From an optimization exercise on the open Yosys and OpenROAD flow, aimed at small area; shortcuts taken in it are not production practice.
Only simulation tests tie the RTL to the original design; equivalence was not proved.
The flow treats the clock pin as an ideal source, which a real chip does not have.
No activity file was given, so power comes from the tool's default toggle rates.

===== design/flow/design.v =====
`timescale 1ns/10ps
package rv32_pkg;
   typedef union packed {
      struct packed {
         logic [6:0] funct7;
         logic [4:0] rs2;
         logic [4:0] rs1;
         logic [2:0] funct3;
         logic [4:0] rd;
         logic [6:0] opcode;
      } r_fmt;
      struct packed {
         logic [11:0] imm_11_0;
         logic [4:0]  rs1;
         logic [2:0]  funct3;
         logic [4:0]  rd;
         logic [6:0]  opcode;
      } i_fmt;
      struct packed {
         logic [6:0] imm_11_5;
         logic [4:0] rs2;
         logic [4:0] rs1;
         logic [2:0] funct3;
         logic [4:0] imm_4_0;
         logic [6:0] opcode;
      } s_fmt;
      struct packed {
         logic       imm_12;
         logic [5:0] imm_10_5;
         logic [4:0] rs2;
         logic [4:0] rs1;
         logic [2:0] funct3;
         logic [3:0] imm_4_1;
         logic       imm_11;
         logic [6:0] opcode;
      } b_fmt;
      struct packed {
         logic [19:0] imm_31_12;
         logic [4:0]  rd;
         logic [6:0]  opcode;
      } u_fmt;
      struct packed {
         logic       imm_20;
         logic [9:0] imm_10_1;
         logic       imm_11;
         logic [7:0] imm_19_12;
         logic [4:0] rd;
         logic [6:0] opcode;
      } j_fmt;
   } rv32_instr_u;
endpackage
`timescale 1ns/10ps
module rv32_core (
   input  logic                  CLK,
   input  logic                  RST_N,
   input  logic                  I_MEM_WAIT,
   output logic                  I_MEM_ENA,
   output logic [32-1:0] I_MEM_ADDR,
   input  logic [32-1:0] I_MEM_RDATA,
   input  logic                  D_MEM_WAIT,
   output logic                  D_MEM_ENA,
   output logic [3:0]            D_MEM_WSTB,
   output logic [32-1:0] D_MEM_ADDR,
   output logic [32-1:0] D_MEM_WDATA,
   input  logic [32-1:0] D_MEM_RDATA
);
   localparam logic [2:0] S_CLR   = 3'd0;   
   localparam logic [2:0] S_FETCH = 3'd1;   
   localparam logic [2:0] S_EX1   = 3'd2;   
   localparam logic [2:0] S_EX2   = 3'd3;   
   localparam logic [2:0] S_DRTY  = 3'd4;   
   logic [4:0]  c;
   logic [2:0]  st;
   logic        flag;      
   logic        ca, cb;    
   logic [4:0]  aux;       
   logic [31:0] P, A, W;
   logic        p_in, a_in, w_in;
   wire c0   = (c == 5'd0);
   wire c31  = (c == 5'd31);
   wire clr  = (st == S_CLR);
   wire ex1  = (st == S_EX1);
   wire ex2  = (st == S_EX2);
   wire drty = (st == S_DRTY);
   wire [31:0] ir = I_MEM_RDATA;
   wire [4:0]  opc = ir[6:2];
   wire [2:0]  f3  = ir[14:12];
   wire is_lui   = (opc == 5'b01101);
   wire is_auipc = (opc == 5'b00101);
   wire is_jal   = (opc == 5'b11011);
   wire is_jalr  = (opc == 5'b11001);
   wire is_br    = (opc == 5'b11000);
   wire is_ld    = (opc == 5'b00000);
   wire is_st    = (opc == 5'b01000);
   wire is_opi   = (opc == 5'b00100);
   wire is_op    = (opc == 5'b01100);
   wire is_alu   = is_op | is_opi;
   wire is_shift = is_alu & (f3[1:0] == 2'b01);
   wire is_slt   = is_alu & (f3[2:1] == 2'b01);
   wire two_pass = is_shift | is_slt | is_br;
   logic immb;
   always_comb begin
      if (is_lui | is_auipc) begin
         immb = (c >= 5'd12) ? ir[c] : 1'b0;
      end else if (is_jal) begin
         if (c0)                immb = 1'b0;
         else if (c <= 5'd10)   immb = ir[20 + c];
         else if (c == 5'd11)   immb = ir[20];
         else if (c <= 5'd19)   immb = ir[c];
         else                   immb = ir[31];
      end else if (is_br | is_st) begin
         if (c <= 5'd4)         immb = (is_br & c0) ? 1'b0 : ir[7 + c];
         else if (c <= 5'd10)   immb = ir[20 + c];
         else if (c == 5'd11)   immb = is_br ? ir[7] : ir[31];
         else                   immb = ir[31];
      end else begin
         immb = (c <= 5'd10) ? ir[20 + c] : ir[31];
      end
   end
   logic [31:0] rtap;    
   logic        wbit, wen;
   wire  [4:0]  rd  = ir[11:7];
   wire  [4:0]  rs1 = ir[19:15];
   wire  [4:0]  rs2 = ir[24:20];
   assign rtap[0] = 1'b0;
   for (genvar k = 1; k < 32; k++) begin : g_x
      logic [31:0] r;
      wire we = clr | (wen & (rd == k));
      always_ff @(posedge CLK) r <= {we ? wbit : r[0], r[31:1]};
      assign rtap[k] = r[0];
   end
   wire rs1b = rtap[rs1];
   wire rs2b = rtap[rs2];
   wire pcb  = P[0];
   wire sub  = is_br | is_slt | (is_op & (f3 == 3'b000) & ir[30]);
   wire opa  = (is_auipc | is_jal) ? pcb : ((is_lui | is_shift) ? 1'b0 : rs1b);
   wire opb  = (is_op | is_br) ? rs2b : immb;
   wire opbx = opb ^ sub;
   wire ca_i = c0 ? sub : ca;
   wire suma = opa ^ opbx ^ ca_i;
   wire ca_o = (opa & opbx) | (opa & ca_i) | (opbx & ca_i);
   wire b2   = (ex2 & is_br & flag) ? immb : (c == 5'd2);
   wire cb_i = c0 ? 1'b0 : cb;
   wire sumb = pcb ^ b2 ^ cb_i;
   wire cb_o = (pcb & b2) | (pcb & cb_i) | (b2 & cb_i);
   wire eq_i  = (c0 ? 1'b1 : flag) & ~(opa ^ opb);
   wire ltu   = ~ca_o;
   wire lt    = (opa ^ opb) ? opa : ltu;
   wire cmp   = is_br ? (((f3[2] ? (f3[1] ? ltu : lt) : eq_i)) ^ f3[0])
                      : (f3[0] ? ltu : lt);
   wire       left = ~f3[2];
   wire [4:0] nsh  = 5'd0 - aux;
   wire [5:0] csum = {1'b0, c} + {1'b0, aux};
   wire       ovf  = csum[5];
   wire [4:0] widx = left ? nsh : (ovf ? ~c : aux);
   wire       shb  = W[widx] & (left ? (c >= aux) : (~ovf | ir[30]));
   wire [1:0] ldsz = f3[1:0];
   wire [4:0] ldw1 = (ldsz == 2'b00) ? 5'd7 : ((ldsz == 2'b01) ? 5'd15 : 5'd31);
   wire       ldin = (c <= ldw1);
   wire [4:0] ldix = {aux[1:0] + (ldin ? c[4:3] : ldw1[4:3]), ldin ? c[2:0] : 3'b111};
   wire       ldb  = D_MEM_RDATA[ldix] & (ldin | ~f3[2]);
   always_comb begin
      wbit = 1'b0;
      if (ex1) begin
         if (is_jal | is_jalr) wbit = sumb;
         else if (is_alu) begin
            case (f3)
               3'b100:  wbit = opa ^ opb;
               3'b110:  wbit = opa | opb;
               3'b111:  wbit = opa & opb;
               default: wbit = suma;
            endcase
         end else wbit = suma;
      end else if (ex2) begin
         if (is_ld)       wbit = ldb;
         else if (is_slt) wbit = c0 & flag;
         else             wbit = shb;
      end
   end
   assign wen = (ex1 & ~two_pass & (is_lui | is_auipc | is_jal | is_jalr | is_alu)) |
                (ex2 & ~is_br);
   wire pw = clr | (ex1 & ~is_br) | (ex2 & is_br);
   assign p_in = pw ? (~clr & ~c0 & ((is_jal | is_jalr) & ex1 ? suma : sumb)) : P[0];
   assign a_in = ex1 ? suma : A[0];
   logic repl;
   always_comb begin
      if (f3[1:0] == 2'b00 && c >= 5'd8)       repl = W[24];
      else if (f3[1:0] == 2'b01 && c >= 5'd16) repl = W[16];
      else                                     repl = rs2b;
   end
   assign w_in = ex1 ? (is_st ? repl : rs1b) : W[0];
   always_ff @(posedge CLK) begin
      P <= {p_in, P[31:1]};
      A <= {a_in, A[31:1]};
      W <= {w_in, W[31:1]};
   end
   wire dreq = c31 & (ex1 | drty) & (is_ld | is_st);
   wire ireq = c31 & (clr | (st == S_FETCH) | ex2 |
                      (ex1 & ~two_pass & ~is_ld & ~is_st) |
                      ((ex1 | drty) & is_st & ~D_MEM_WAIT));
   assign I_MEM_ENA  = ireq;
   assign I_MEM_ADDR = {p_in, P[31:1]};
   assign D_MEM_ENA  = dreq;
   assign D_MEM_ADDR = {a_in, A[31:1]};
   assign D_MEM_WDATA = {w_in, W[31:1]};
   always_comb begin
      D_MEM_WSTB = 4'b0000;
      if (is_st) begin
         case (f3[1:0])
            2'b00:   D_MEM_WSTB = 4'b0001 << aux[1:0];
            2'b01:   D_MEM_WSTB = aux[1] ? 4'b1100 : 4'b0011;
            default: D_MEM_WSTB = 4'b1111;
         endcase
      end
   end
   always_ff @(posedge CLK) begin
      if (!RST_N) begin
         c  <= 5'd0;
         st <= S_CLR;
      end else begin
         c <= c + 5'd1;
         if (c31) begin
            case (st)
               S_EX1: begin
                  if (two_pass)
                     st <= S_EX2;
                  else if (is_ld)
                     st <= D_MEM_WAIT ? S_DRTY : S_EX2;
                  else if (is_st)
                     st <= D_MEM_WAIT ? S_DRTY : (I_MEM_WAIT ? S_FETCH : S_EX1);
                  else
                     st <= I_MEM_WAIT ? S_FETCH : S_EX1;
               end
               S_DRTY: begin
                  if (is_ld)
                     st <= D_MEM_WAIT ? S_DRTY : S_EX2;
                  else
                     st <= D_MEM_WAIT ? S_DRTY : (I_MEM_WAIT ? S_FETCH : S_EX1);
               end
               default: st <= I_MEM_WAIT ? S_FETCH : S_EX1;
            endcase
         end
      end
   end
   always_ff @(posedge CLK) begin
      ca <= ca_o;
      cb <= cb_o;
      if (ex1) flag <= c31 ? cmp : eq_i;
      if (ex1 & (c < 5'd5)) aux <= {suma, aux[4:1]};
   end
endmodule

===== design/flow/run.sh =====
#!/bin/bash
# synth_recipe.tcl (not shown) runs the flow's synth.tcl, then flattens the netlist and writes it again
# the make line also repeats each setting of config.mk as NAME=value (left out here)
make -C /OpenROAD-flow-scripts/flow DESIGN_CONFIG=/design/flow/config.mk WORK_HOME=/design/flow/orfs CLKGATE_MAP_FILE= SYNTH_SCRIPT=/design/flow/synth_recipe.tcl finish

===== design/flow/config.mk =====
export PLATFORM = sky130hd
export DESIGN_NAME = rv32_core
export DESIGN_NICKNAME = rv32_core
export VERILOG_FILES = /design/flow/design.v
export SDC_FILE = /design/flow/constraint.sdc
export NUM_CORES = 4
export LEC_CHECK = 0
export CAP_MARGIN = 20
export CORE_MARGIN = 2
export CORE_UTILIZATION = 40
export SLEW_MARGIN = 20

===== design/flow/constraint.sdc =====
create_clock -name core_clock -period 9.0 [get_ports {CLK}]
set_input_delay 1.8000 -clock core_clock [delete_from_list [all_inputs] [get_ports {CLK}]]
set_output_delay 1.8000 -clock core_clock [all_outputs]
set_load 0.01 [all_outputs]

==> results of run 1 <==
flip-flops by register name, summed over array words and instances (netlist names):
| name | flops |
|---|---|
| flag | 1 |
| A | 32 |
| st | 3 |
| ca | 1 |
| cb | 1 |
| aux | 5 |
| W | 32 |
| P | 32 |
| g_x.r | 992 |
| c | 5 |
per-stage QoR:
step                      instances  hold WS, ns  util [%]
after floorplan                1794        0.310         -
after global placement         2731        0.310      43.7
after detailed placement       2731        0.312      43.7
after CTS                      2910        0.295      48.6
after global routing           2910        0.304      48.6
final                          2912        0.303      48.6
Yosys cell counts (6+ instances only):
master / number / area share [%]
ha_1: 23 / 1.1
nor2_1: 52 / 0.71
a22oi_1: 6 / 0.16
a221oi_1: 12 / 0.38
nand2b_1: 9 / 0.21
nand2_1: 46 / 0.63
a31oi_1: 10 / 0.23
a21oi_1: 38 / 0.70
edfxtp_1: 6 / 0.66
nor2b_1: 13 / 0.30
mux2_2: 35 / 1.4
nand3b_1: 7 / 0.19
o21ai_0: 65 / 1.2
mux4_2: 22 / 1.8
mux2_4: 19 / 1.0
nand3_1: 18 / 0.33
buf_6: 7 / 0.29
buf_4: 70 / 1.9
nor3b_1: 6 / 0.16
nor3_1: 9 / 0.16
buf_2: 15 / 0.27
and2_1: 10 / 0.23
o31ai_1: 7 / 0.19
a21o_1: 6 / 0.16
and3_1: 7 / 0.16
mux2i_1: 44 / 1.6
clkbuf_1: 23 / 0.32
inv_1: 22 / 0.30
dfxtp_1: 1098 / 80
power breakdown:
group	switching (mW)	total, mW	internal (mW)
logic	0.0892	0.166	0.0768
clock network	1.72	4.10	2.39
registers	0.00254	4.89	4.89
per-layer routing:
metal / vias to the layer above / GRT usage (%) / part of all wire (%)
li1: 6286 / - / -
met5: - / 0 / 0.052
met1: 6107 / 17.5 / 48
met2: 330 / 18.7 / 43
met3: 116 / 3.45 / 6.0
met4: 4 / 5.19 / 3.0
kinds of logic after synthesis:
logic type	Yosys count
flip-flops	1104
XOR/XNOR	9
AND/OR/NAND/NOR	200
buffers and inverters	141
adder cells (fa/ha/maj)	25
multiplexers	122
AO/OA/AOI/OAI	193
area by class of cell:
type | count | area [um2]
inverter | 23 | 86.3
clock inverter | 31 | 397
clock buffer | 148 | 2900
tap | 873 | 1090
antenna | 2 | 5.00
sequential | 1104 | 22200
timing repair buffer | 182 | 1780
multi-input combinational | 549 | 4350
fill | 5677 | 34600
final timing paths:
path,end,cells past startpoint,startpoint,slack [ns]
worst min register to register,g_x[19].r[0],0,g_x[19].r[1],0.30
worst max-delay path,I_MEM_ADDR[31],15,I_MEM_RDATA[20],0.82
worst min-delay path,g_x[19].r[0],0,g_x[19].r[1],0.30
worst max register to register,g_x[27].r[31],19,c[0],3.44
worst max-delay path: stages:
cell and delay, ns:
clkdlybuf4s50_1 0.45, buf_4 0.25, mux4_2 0.54, mux4_2 0.49, mux2i_1 0.37, mux2_2 0.27
xor2_1 0.09, fa_1 0.56, inv_1 0.08, or3_1 0.35, nand4_1 0.12, o21ai_0 0.09
a22oi_1 0.14, o21ai_0 0.20, clkdlybuf4s50_1 0.55
==> impl_metrics.tcl, run 1 <==
set metrics [dict create \
    holdCritPathClass "flop to flop" \
    tightestPinTransition_ns 0.998 \
    synthMuxAreaShare_pct 5.99 \
    wl_per_cell_um 15.3 \
    grt_max_degree 42 \
    maxSlewViolCount 0 \
    die_h_um 266 \
    grt_pass1_vias 12700 \
    cts_hold_buf 0 \
    fin_worst_skew_ns 0.0235 \
    drt_iter0_drc 658 \
    rows 95 \
    io_pins 170 \
    place_area_um2 29500 \
    synth_flop_cell "dfxtp_1" \
    end_kind "primary output" \
    power_density_nw_per_um2 280 \
    syn_avg_cell_area_um2 15.3 \
    layout-drive-gt1-share_pct 12.8 \
    cp-start-kind "input port" \
    io_buffers 167 \
    track_usage_pct 12.6 \
    cts_sinks 1104 \
    viasPerCell 4.41 \
    cp_data_arrival_time_ns 6.38 \
    cts_resized 0 \
    relSlewSlack_pct 32.1 \
    vias 12800 \
    max_freq_ghz 0.122 \
    synth_fa_ha_area_share_pct 1.20 \
    ant_nets 0 \
    syn-num-nets 1887 \
    synth_edf_count 6 \
    numCtsBuffers 98 \
    start_util_pct 40.6 \
    status "no timing/DRC/antenna violations" \
    layout_commonest_cell "dfxtp_1" \
    grt_remaining_overflow 0 \
    async_flop_share_pct 0 \
    ir_drop_mv 0.196 \
    drv_cap 0 \
    clk_pin_slew_ns 0.06 \
    postSynthCellCount 1794 \
    dpl.hpwl_um 28700 \
    ys_seq_elements 1104 \
    fin_area_um2 32800 \
    rsz0062_at_grt "no" \
    clk_latency_ns 0.65 \
    yosys_warnings 1 \
    die_x_um 266 \
    routabilityCongestion 0.815 \
    fin_crit_ns 8.18 \
    nNetsFinal 2051 \
    area_growth_pct 19.8 \
    synth_top_family_by_area "multiplexers" \
    hold_viol_final 0 \
    tns_ns 0 \
    cts.htree.levels 3 \
    dieArea_um2 70500 \
    synth_cell_types 75 \
    fin_crit_sh_pct 90.8 \
    place_ws_ns 0.727 \
    drcViolationCount 0 \
    yosys.area_share.simple_pct 3.73 \
    critPathRequiredTime_ns 7.20 \
    synth-xor-area-share_pct 0.288 \
    most-common-layout-cells "1097 x dfxtp_1, 167 x clkdlybuf4s50_1, 99 x clkbuf_16" \
    synth_compound_area_share_pct 4.65 \
    timing.final.ws_setup_ns 0.824 \
    totalWireLength_um 44600 \
    root_buffer "clkbuf_16" \
    core_area_um2 67400 \
    cp_max_fo 11 \
    p_leak_nw 12.9 \
    yosysSeqAreaShare_pct 81.0 \
    antenna_found_initial 6 \
    power_mw 9.16 \
    crit_type "input port to primary output" \
    setup_viol 0 \
    drt_pass1_iterations 5 \
    post_cts_buffers 0 \
    cts_tree "done" \
    grt_pass1_wl_um 69400 \
    netlist_area_um2 27400 \
    clock_path_buffers 3 \
]
==> run 2, diff against run 1 <==
==> design/flow/flow/run.sh (new file) <==
#!/bin/bash
# Own layout flow: the standard flow (standard.sh) with two changes to how
# the layout is made:
#  - port buffers use the smallest buffer (buf_1) instead of ORFS's default pick;
#  - CTS clusters up to 36 sinks per clkbuf_16 leaf buffer and inserts no dummy loads.
# Synthesis, floorplan, power grid, placement, routing and finishing are the
# standard flow's, unchanged. Each tool's output is in the make logs under
# orfs/logs; the make output itself goes to standard.log.
set -euo pipefail
export BUFFER_PORTS_ARGS="-buffer_cell sky130_fd_sc_hd__buf_1"
export CTS_ARGS="-sink_clustering_enable -repair_clock_nets -buf_list sky130_fd_sc_hd__clkbuf_16 -sink_clustering_size 36 -sink_clustering_max_diameter 80 -dont_use_dummy_load"
bash standard.sh finish > standard.log 2>&1
==> design/flow/standard.sh (new file) <==
#!/bin/bash
# synth_recipe.tcl (not shown) runs the flow's synth.tcl, then flattens the netlist and writes it again
# the make line also repeats each setting of config.mk as NAME=value (left out here)
make -C /OpenROAD-flow-scripts/flow DESIGN_CONFIG=/design/flow/config.mk WORK_HOME=/design/flow/orfs CLKGATE_MAP_FILE= SYNTH_SCRIPT=/design/flow/synth_recipe.tcl "${@:-finish}"
--- a/design/flow/config.mk
+++ b/design/flow/config.mk
@@ -9,3 +9,4 @@
 export CORE_MARGIN = 2
-export CORE_UTILIZATION = 40
+export CORE_UTILIZATION = 65
+export PLACE_DENSITY = 0.8
 export SLEW_MARGIN = 20
removed: design/flow/run.sh
==> impl_metrics.tcl, run 2 <==
set metrics [dict create \
    synth_flop_cell "dfxtp_1" \
    layout_commonest_cell "dfxtp_1" \
    synthTopCellsByCount "1098 x dfxtp_1, 70 x buf_4, 65 x o21ai_0" \
    cts_tree "done" \
    netlist_area_um2 27400 \
    power_density_nw_per_um2 246 \
    maxSlewViolCount 0 \
    yosys.area.top_type "dfxtp_1" \
    p_leak_nw 11.4 \
    fillers 2726 \
    place_inst 2391 \
    dieArea_um2 43800 \
    root_buffer "clkbuf_16" \
    min_from "g_x[9].r[22]" \
    io_pins 170 \
    hold_end "g_x[9].r[21]" \
    tns_ns 0 \
    cp-start-kind "input port" \
    cp_max_fo 12 \
    drt_iter0_drc 821 \
    grt_remaining_overflow 0 \
    yosys_warnings 1 \
    clk_latency_ns 0.60 \
    clk_pin_slew_ns 0.12 \
    cts_resized 0 \
    synth_most_common_cell "dfxtp_1" \
    core_area_um2 41800 \
    rows 75 \
    ys_seq_elements 1104 \
    syn_avg_cell_area_um2 15.3 \
    drv_cap 0 \
    holdCritPathClass "flop to flop" \
    fin_worst_skew_ns 0.0632 \
    hold_path_depth 0 \
    post_cts_buffers 0 \
    layout-drive-gt1-share_pct 7.40 \
    crit_type "input port to primary output" \
    cts.htree.levels 2 \
    tightestPinTransition_ns 0.962 \
    grt_pass1_vias 12700 \
    fin_crit_ns 8.10 \
    antenna_found_initial 7 \
    rsz0062_at_grt "no" \
    io_buffers 167 \
    most-common-layout-cells "1097 x dfxtp_1, 167 x buf_1, 65 x o21ai_0" \
    reg2reg_to "g_x[17].r[31]" \
    cts_sinks 1104 \
    routabilityCongestion 0.864 \
    die_x_um 209 \
    area_growth_pct 5.83 \
    cts_hold_buf 0 \
    track_usage_pct 20.9 \
    setup_viol 0 \
    fin_crit_sh_pct 89.9 \
    vias 12500 \
    rrSetupSlack_ns 3.29 \
    grt_max_degree 53 \
    status "no timing/DRC/antenna violations" \
    synth_area_leaders "dfxtp_1 80%, buf_4 1.9%, mux4_2 1.8%" \
    r2r_start "c[0]" \
    viasPerCell 5.12 \
    netlist.area_leader.share_pct 80.3 \
    place_area_um2 28000 \
    fin_area_um2 29000 \
    totalWireLength_um 45400 \
    start_util_pct 65.5 \
    synth_cell_types 75 \
    drcViolationCount 0 \
    critPathRequiredTime_ns 7.20 \
    numCtsBuffers 39 \
    cp_data_arrival_time_ns 6.30 \
    fin_cells 2436 \
    postSynthCellCount 1794 \
    end_kind "primary output" \
    dpl.hpwl_um 29300 \
    nNetsFinal 1986 \
    syn-num-nets 1887 \
    largest_reg_flops 992 \
    regMostFlops "g_x.r" \
    max_freq_ghz 0.124 \
    yosysSeqAreaShare_pct 81.0 \
    clock_path_buffers 3 \
    synth_edf_count 6 \
    wl_per_cell_um 18.6 \
    async_flop_share_pct 0 \
    relSlewSlack_pct 35.3 \
    drt_pass1_iterations 7 \
    ant_nets 0 \
    grt_pass1_wl_um 70400 \
    hold_viol_final 0 \
    die_h_um 209 \
    ir_drop_mv 0.196 \
    worstRegToRegCells 18 \
]
run 2: cell counts after synthesis:
No cell type changed its count.
run 2: final cells by class:
class | count | area, um2 | share of cell area, %
repair buffers | 176 | 694 | 2.40
inverters | 23 | 86.3 | 0.298
flip-flops and latches | 1104 | 22200 | 76.5
multi-input cells | 549 | 4350 | 15.0
clock buffers | 39 | 976 | 3.37
well taps | 539 | 674 | 2.33
diodes | 6 | 15.0 | 0.0519
run 2: layer usage:
layer	global-route usage, %	share of wire [%]
met5	0	0.029
met3	3.37	4.5
met4	7.34	2.8
met2	34.8	47
met1	28.0	46
run 2: worst max path at each step:
stage | start | end | cells past startpoint
2_1_floorplan | I_MEM_RDATA[14] | I_MEM_ADDR[31] | 20
5_1_grt | I_MEM_RDATA[16] | I_MEM_ADDR[31] | 18
6_report | I_MEM_RDATA[16] | I_MEM_ADDR[31] | 18
3_3_place_gp | I_MEM_RDATA[20] | I_MEM_ADDR[31] | 14
3_5_place_dp | I_MEM_RDATA[16] | I_MEM_ADDR[31] | 18
4_1_cts | I_MEM_RDATA[16] | I_MEM_ADDR[31] | 18
run 2: where the power goes:
part / internal (mW) / leakage [nW] / switching (mW)
logic: 0.0575 / 1.99 / 0.0912
clock network: 0.790 / 0.481 / 1.30
registers: 4.89 / 8.90 / 0.000909
run 2: per-stage QoR:
stage	setup WS, ns	power (mW)	hold slack (ns)	util (%)
final	0.905	7.13	0.268	69.3
after global routing	0.646	7.34	0.268	69.3
after CTS	1.05	7.17	0.269	69.3
after detailed placement	1.09	5.15	0.312	67.0
after global placement	1.28	5.15	0.310	67.0
after floorplan	1.92	5.10	0.310	-
run 2: cell families (layout without fill, tap and decap cells):
group | after synthesis | in the layout | synth area share, %
AO/OA/AOI/OAI | 193 | 193 | 4.65
AND/OR/NAND/NOR | 200 | 200 | 3.73
buffers and inverters | 141 | 238 | 3.16
flip-flops | 1104 | 1104 | 81.0
multiplexers | 122 | 122 | 5.99
XOR/XNOR | 9 | 9 | 0.288
adder cells (fa/ha/maj) | 25 | 25 | 1.20
other | 0 | 6 | 0
run 2: critical path, stage by stage:
cell and delay, ns:
buf_1 0.51, mux4_2 0.39, or2_1 0.11, mux2i_1 0.07
a2111oi_0 0.65, a32oi_1 0.15, o21ai_1 0.22, a21oi_1 0.11
mux2_2 0.31, xor2_1 0.18, fa_1 0.61, inv_1 0.10
or3_1 0.35, nand4_1 0.13, o21ai_0 0.09, a22oi_1 0.14
o21ai_0 0.21, buf_1 0.19
==> run 3, diff against run 2 <==
--- a/design/flow/design.v
+++ b/design/flow/design.v
@@ -134,3 +134,3 @@
    wire pcb  = P[0];
-   wire sub  = is_br | is_slt | (is_op & (f3 == 3'b000) & ir[30]);
+   wire sub  = is_br | is_slt | (is_op & (f3 == 3'b000) & ir[30]) | (is_shift & ~f3[2]);
    wire opa  = (is_auipc | is_jal) ? pcb : ((is_lui | is_shift) ? 1'b0 : rs1b);
@@ -151,11 +151,11 @@
    wire       left = ~f3[2];
-   wire [4:0] nsh  = 5'd0 - aux;
    wire [5:0] csum = {1'b0, c} + {1'b0, aux};
-   wire       ovf  = csum[5];
-   wire [4:0] widx = left ? nsh : (ovf ? ~c : aux);
-   wire       shb  = W[widx] & (left ? (c >= aux) : (~ovf | ir[30]));
-   wire [1:0] ldsz = f3[1:0];
-   wire [4:0] ldw1 = (ldsz == 2'b00) ? 5'd7 : ((ldsz == 2'b01) ? 5'd15 : 5'd31);
-   wire       ldin = (c <= ldw1);
-   wire [4:0] ldix = {aux[1:0] + (ldin ? c[4:3] : ldw1[4:3]), ldin ? c[2:0] : 3'b111};
+   wire       shin = left ? (csum[5] | (aux == 5'd0)) : ~csum[5];
+   wire       shb  = shin ? W[aux] : (~left & ir[30] & flag);
+   wire       ldb_ = (f3[1:0] == 2'b00);
+   wire       ldh_ = (f3[1:0] == 2'b01);
+   wire       ldin = ldb_ ? (c[4:3] == 2'b00) : (ldh_ ? ~c[4] : 1'b1);
+   wire [4:0] ldix = {aux[1] | (ldin & ~ldb_ & c[4]),
+                      aux[0] | (~ldb_ & (c[3] | ~ldin)),
+                      c[2:0] | {3{~ldin}}};
    wire       ldb  = D_MEM_RDATA[ldix] & (ldin | ~f3[2]);
@@ -247,3 +247,3 @@
       cb <= cb_o;
-      if (ex1) flag <= c31 ? cmp : eq_i;
+      if (ex1) flag <= c31 ? (is_shift ? rs1b : cmp) : eq_i;
       if (ex1 & (c < 5'd5)) aux <= {suma, aux[4:1]};
==> impl_metrics.tcl, run 3 <==
set metrics [dict create \
    relSlewSlack_pct 33.8 \
    drcViolationCount 0 \
    fin_cells 2280 \
    cp_max_fo 11 \
    r2r_start "c[0]" \
    grt_max_degree 37 \
    synth_flop_cell "dfxtp_1" \
    hold_viol_final 0 \
    cts.htree.levels 2 \
    tightestPinTransition_ns 0.986 \
    cts_resized 0 \
    dpl.hpwl_um 29400 \
    fin_worst_skew_ns 0.0411 \
    rrSetupSlack_ns 3.58 \
    cp-start-kind "input port" \
    track_usage_pct 21.8 \
    largest_reg_flops 992 \
    regMostFlops "g_x.r" \
    drt_iter0_drc 707 \
    power_density_nw_per_um2 253 \
    netlist.area_leader.share_pct 83.5 \
    yosys.area.top_type "dfxtp_1" \
    cts_sinks 1104 \
    rows 73 \
    grt_pass1_wl_um 68600 \
    io_buffers 169 \
    cts_tree "done" \
    drv_cap 0 \
    synth_edf_count 6 \
    ant_nets 0 \
    place_inst 2235 \
    place_area_um2 27000 \
    postSynthCellCount 1643 \
    async_flop_share_pct 0 \
    crit_type "input port to primary output" \
    whs_ns 0.313 \
    post-route-util_pct 70.1 \
    core_area_um2 39800 \
    ir_drop_mv 0.241 \
    syn-num-nets 1723 \
    holdCritPathClass "flop to flop" \
    fin_crit_sh_pct 85.7 \
    grt_remaining_overflow 0 \
    viasPerCell 5.03 \
    post_cts_buffers 0 \
    fillers 2507 \
    root_buffer "clkbuf_16" \
    numCtsBuffers 37 \
    fin_crit_ns 7.71 \
    synthTopCellsByCount "1098 x dfxtp_1, 70 x buf_4, 40 x a31oi_1" \
    regArea_um2 22200 \
    crit_cells 14 \
    drt_pass1_iterations 5 \
    rsz0062_at_grt "no" \
    maxSlewViolCount 0 \
    layout_commonest_cell "dfxtp_1" \
    crit_start "I_MEM_RDATA[20]" \
    synth_cell_types 68 \
    end_kind "primary output" \
    cts_hold_buf 0 \
    most-common-layout-cells "1098 x dfxtp_1, 169 x buf_1, 40 x a31oi_1" \
    p_leak_nw 11.0 \
    cpPeakStageDelay_ns 0.67 \
    status "no timing/DRC/antenna violations" \
    routabilityCongestion 0.872 \
    critPathRequiredTime_ns 7.20 \
    clk_latency_ns 0.59 \
    reg2reg_to "g_x[23].r[31]" \
    nNetsFinal 1829 \
    yosysSeqAreaShare_pct 84.2 \
    netlist_area_um2 26300 \
    syn_avg_cell_area_um2 16.0 \
    crit_buf_inv 3 \
    tns_ns 0 \
    synth_most_common_cell "dfxtp_1" \
    dieArea_um2 42100 \
    worstRegToRegCells 16 \
    clock_path_buffers 3 \
    fin_area_um2 27900 \
    die_x_um 205 \
    totalWireLength_um 45400 \
    crit_path_cell_trace "buf_1 -> mux4_2 -> mux2_2 -> a211oi_1 -> a211oi_1 -> nor3b_1 -> o32ai_1 -> o2bb2ai_1 -> xnor2_1 -> fa_1 -> inv_1 -> o31ai_1 -> o41ai_1 -> buf_1" \
    synth_area_leaders "dfxtp_1 83%, mux4_2 2.1%, buf_4 2.0%" \
    area_growth_pct 6.00 \
    cp_data_arrival_time_ns 5.91 \
    cp_top_family "compound AO/OA/AOI/OAI gates" \
    setup_viol 0 \
    wl_per_cell_um 19.9 \
    io_pins 170 \
    clk_pin_slew_ns 0.12 \
    multi_input_area_um2 3400 \
    die_h_um 205 \
    min_from "g_x[16].r[20]" \
    layout-drive-gt1-share_pct 6.98 \
    crit_path_end "I_MEM_ADDR[31]" \
    ys_seq_elements 1104 \
    grt_pass1_vias 11600 \
    vias 11500 \
    antenna_found_initial 6 \
    start_util_pct 66.1 \
    max_freq_ghz 0.130 \
    yosys_warnings 1 \
    cp_slowest_cell "o41ai_1" \
]
==> run 3: power breakdown <==
group | internal [mW] | switching, mW
clock | 0.753 | 1.29
combinational | 0.0461 | 0.0735
sequential | 4.89 | 0.00406
==> run 3: layout make-up <==
cell class,count,area share (%)
inverters,19,0.256
multi-input cells,412,12.2
flip-flops and latches,1104,79.4
well taps,525,2.35
repair buffers,175,2.43
diodes,8,0.0717
clock buffers,37,3.32
==> run 3: logic make-up (layout without fill, tap and decap cells) <==
group / Yosys count / in the layout / synth area share (%)
AOI/OAI and AO/OA: 162 / 162 / 4.07
buffers and inverters: 127 / 231 / 3.00
and+or+nand+nor: 140 / 140 / 2.87
muxes: 94 / 94 / 5.14
xor gates and xnor gates: 4 / 4 / 0.133
adders and majority gates: 12 / 12 / 0.627
other: 0 / 8 / 0
DFF: 1104 / 1104 / 84.2
==> run 3: per-stage QoR <==
step	power [mW]	worst slack, ns
2_1_floorplan	5.08	2.34
5_1_grt	7.25	1.01
3_5_place_dp	5.12	1.30
3_3_place_gp	5.12	1.43
6_report	7.06	1.29
4_1_cts	7.10	1.27
==> run 3: routing by layer <==
metal,vias up,GRT usage (%),routed length [um]
met2,378,37.5,21600
met1,5465,28.3,20000
met5,-,0,0
met3,89,2.99,2220
met4,0,8.09,1560
li1,5543,-,-
==> run 3: worst min-delay path by stage <==
stage               cells after the start             to
finish                                  0  g_x[16].r[19]
global route                            0  g_x[16].r[19]
CTS                                     0  g_x[16].r[19]
detailed placement                      0  g_x[11].r[27]
global placement                        0   g_x[26].r[0]
floorplan                               0   g_x[10].r[0]
==> run 4, diff against run 3 <==
==> design/flow/flow/run.sh (replaced) <==
#!/bin/bash
# Own layout flow: the standard flow (standard.sh) with three changes to how
# the layout is made:
#  - port buffers use the smallest buffer (buf_1) instead of ORFS's default pick;
#  - CTS clusters up to 36 sinks per clkbuf_16 leaf buffer and inserts no dummy loads;
#  - after CTS, cells with spare timing slack are downsized (flow/post_cts.tcl).
# Synthesis, floorplan, power grid, placement, routing and finishing are the
# standard flow's, unchanged. Each tool's output is in the make logs under
# orfs/logs; the make output itself goes to standard.log.
set -euo pipefail
export BUFFER_PORTS_ARGS="-buffer_cell sky130_fd_sc_hd__buf_1"
export CTS_ARGS="-sink_clustering_enable -repair_clock_nets -buf_list sky130_fd_sc_hd__clkbuf_16 -sink_clustering_size 36 -sink_clustering_max_diameter 80 -dont_use_dummy_load"
export POST_CTS_TCL="$PWD/flow/post_cts.tcl"
bash standard.sh finish > standard.log 2>&1
==> design/flow/flow/post_cts.tcl (new file) <==
# Runs at the end of ORFS's CTS step (POST_CTS_TCL): downsize cells that have
# timing slack to spare, keeping a setup margin, then legalize the placement.
estimate_parasitics -placement
repair_timing -recover_power 100 -setup_margin 0.5
detailed_placement
check_placement -verbose
==> impl_metrics.tcl, run 4 <==
set metrics [dict create \
    fin_cells 2284 \
    synthTopCellsByCount "1098 x dfxtp_1, 70 x buf_4, 40 x a31oi_1" \
    crit_type "input port to primary output" \
    die_h_um 205 \
    drv_cap 0 \
    clk_pin_slew_ns 0.12 \
    antenna_found_initial 7 \
    status "no timing/DRC/antenna violations" \
    fillers 2510 \
    cp-start-kind "input port" \
    totalWireLength_um 45600 \
    yosysSeqAreaShare_pct 84.2 \
    most-common-layout-cells "1098 x dfxtp_1, 166 x buf_1, 40 x a31oi_1" \
    ys_seq_elements 1104 \
    power_mw 7.06 \
    drt_iter0_drc 743 \
    rrSetupSlack_ns 2.84 \
    die_x_um 205 \
    synth_cell_types 68 \
    met1_length_um 20000 \
    cp_data_arrival_time_ns 6.33 \
    yosys.area.top_type "dfxtp_1" \
    syn-num-nets 1723 \
    critPathRequiredTime_ns 7.20 \
    yosys_warnings 1 \
    fin_area_um2 27900 \
    rows 73 \
    vias 11500 \
    pwr-share-comb_pct 1.7 \
    nNetsFinal 1832 \
    ir_drop_mv 0.241 \
    top_layer "met5" \
    netlist.area_leader.share_pct 83.5 \
    hold_viol_final 0 \
    fin_crit_ns 8.13 \
    wl_per_cell_um 20.0 \
    clk_latency_ns 0.59 \
    relSlewSlack_pct 27.1 \
    p_sw_mw 1.37 \
    power_density_nw_per_um2 253 \
    layout-drive-gt1-share_pct 6.11 \
    holdCritPathClass "flop to flop" \
    dieArea_um2 42100 \
    grt_max_degree 37 \
    whs_ns 0.315 \
    end_kind "primary output" \
    drcViolationCount 0 \
    syn_avg_cell_area_um2 16.0 \
    synth_flop_cell "dfxtp_1" \
    cts_tree "done" \
    max_freq_ghz 0.123 \
    tightestPinTransition_ns 1.08 \
    grt_pass1_vias 11600 \
    maxSlewViolCount 0 \
    netlist_area_um2 26300 \
    grt_remaining_overflow 0 \
    setup_viol 0 \
    wl_met2_um 21700 \
    layout_commonest_cell "dfxtp_1" \
    p_seq_share_pct 69.3 \
    io_buffers 169 \
    grt_pass1_wl_um 68600 \
    postSynthCellCount 1643 \
    rsz0062_at_grt "no" \
    routabilityCongestion 0.872 \
    power.internal_mw 5.69 \
    dpl.hpwl_um 29400 \
    synth_most_common_cell "dfxtp_1" \
    track_usage_pct 21.8 \
    pwr-share-clk_pct 29.0 \
    synth_area_leaders "dfxtp_1 83%, mux4_2 2.1%, buf_4 2.0%" \
    ant_nets 0 \
    core_area_um2 39800 \
    cp_max_fo 8 \
    largest_reg_flops 992 \
    tns_ns 0 \
    start_util_pct 66.1 \
    p_leak_nw 11.0 \
    drt_pass1_iterations 5 \
    fin_crit_sh_pct 90.4 \
    cts_sinks 1104 \
    io_pins 170 \
    place_inst 2235 \
    synth_edf_count 6 \
    async_flop_share_pct 0 \
    wl_met3_um 2270 \
    swShare_pct 19.4 \
    place_area_um2 27000 \
    regMostFlops "g_x.r" \
    area_growth_pct 5.97 \
    viasPerCell 5.03 \
    fin_worst_skew_ns 0.0425 \
]
run 4: cell counts after synthesis:
Identical to the previous run, type by type.
run 4: power by group through the flow:
stage	clock network (mW)	registers (mW)	logic [mW]
finish	2.05	4.89	0.118
global route	2.23	4.90	0.129
detailed placement	0	5.00	0.116
global placement	0	5.00	0.117
floorplan	0	5.00	0.0779
run 4: cell families after synthesis:
kind of cell / synth area share, %
flip-flops: 84.2
AO/OA/AOI/OAI: 4.07
AND/OR/NAND/NOR: 2.87
buffers and inverters: 3.00
multiplexers: 5.14
adder cells (fa/ha/maj): 0.627
XOR/XNOR: 0.133
run 4: routing by layer:
layer | vias up | GRT usage, %
met5 | - | 0
met4 | 2 | 8.56
met3 | 95 | 3.20
met2 | 370 | 37.3
met1 | 5480 | 28.1
li1 | 5543 | -
run 4: stage by stage:
stage / util (%) / worst slack [ns]
2_1_floorplan: - / 2.34
3_3_place_gp: 67.7 / 1.43
3_5_place_dp: 67.7 / 1.30
5_1_grt: 70.1 / 0.626
6_report: 70.1 / 0.865
run 4: final timing paths:
| kind | to | from | cells past startpoint |
|---|---|---|---|
| hold reg to reg | g_x[16].r[19] | g_x[16].r[20] | 0 |
| setup / recovery | I_MEM_ADDR[31] | I_MEM_RDATA[5] | 14 |
| setup reg to reg | g_x[21].r[31] | c[0] | 19 |
| hold / removal | g_x[16].r[19] | g_x[16].r[20] | 0 |
run 4: cell type report:
cell class | count | area, um2 | area share, %
antenna | 9 | 22.5 | 0.0807
clock buffer | 37 | 926 | 3.32
inverter | 19 | 71.3 | 0.256
multi-input combinational | 412 | 3370 | 12.1
sequential | 1104 | 22200 | 79.4
tap | 525 | 657 | 2.35
timing repair buffer | 178 | 698 | 2.50
run 4: worst max-delay path, stage by stage:
cell and delay [ns]:
clkbuf_1 0.36, nor4b_1 0.92, nand2_1 0.41, o21ai_0 0.27
a31oi_1 0.06, nor3b_1 0.26, o32ai_1 0.17, o2bb2ai_1 0.22
xnor2_1 0.24, fa_1 0.52, inv_1 0.11, o31ai_1 0.08
o41ai_1 0.68, buf_1 0.22

[separate check: timing with driven ports]
No port has a modelled driver above. Below, the same layouts with a new extraction and two added sets of constraints. Step 1 (the two cells are an assumption about what drives the block):
set clk [get_ports {CLK}]
set_driving_cell -lib_cell sky130_fd_sc_hd__clkbuf_16 $clk
set_driving_cell -lib_cell sky130_fd_sc_hd__buf_2 [delete_from_list [all_inputs] $clk]
Step 2 times the ports against the registers' clock, not the clock port: input delays grow and output delays shrink by t, the midpoint of the rising clock arrivals with the driver on. a / b / c = no drivers / after step 1 / after step 2; a / b = the first two.
| run | t (ns) | slack for setup (ns) | clock arrival spread, ns | worst register clock-pin slew, ns |
|---|---|---|---|---|
| run 1 | 0.692 | 0.824 / 0.755 / 0.755 | 0.026 / 0.026 | 0.06 / 0.06 |
| run 2 | 0.617 | 0.905 / 0.817 / 0.817 | 0.064 / 0.064 | 0.12 / 0.12 |
| run 3 | 0.617 | 1.287 / 1.230 / 1.230 | 0.042 / 0.041 | 0.12 / 0.12 |
| run 4 | 0.617 | 0.865 / 0.813 / 0.813 | 0.044 / 0.044 | 0.12 / 0.12 |
After both steps setup and hold are still met in every run listed. The setup slack of run 2, which loses most, moves by -0.088 ns with the drivers and by -0.088 ns with both steps.
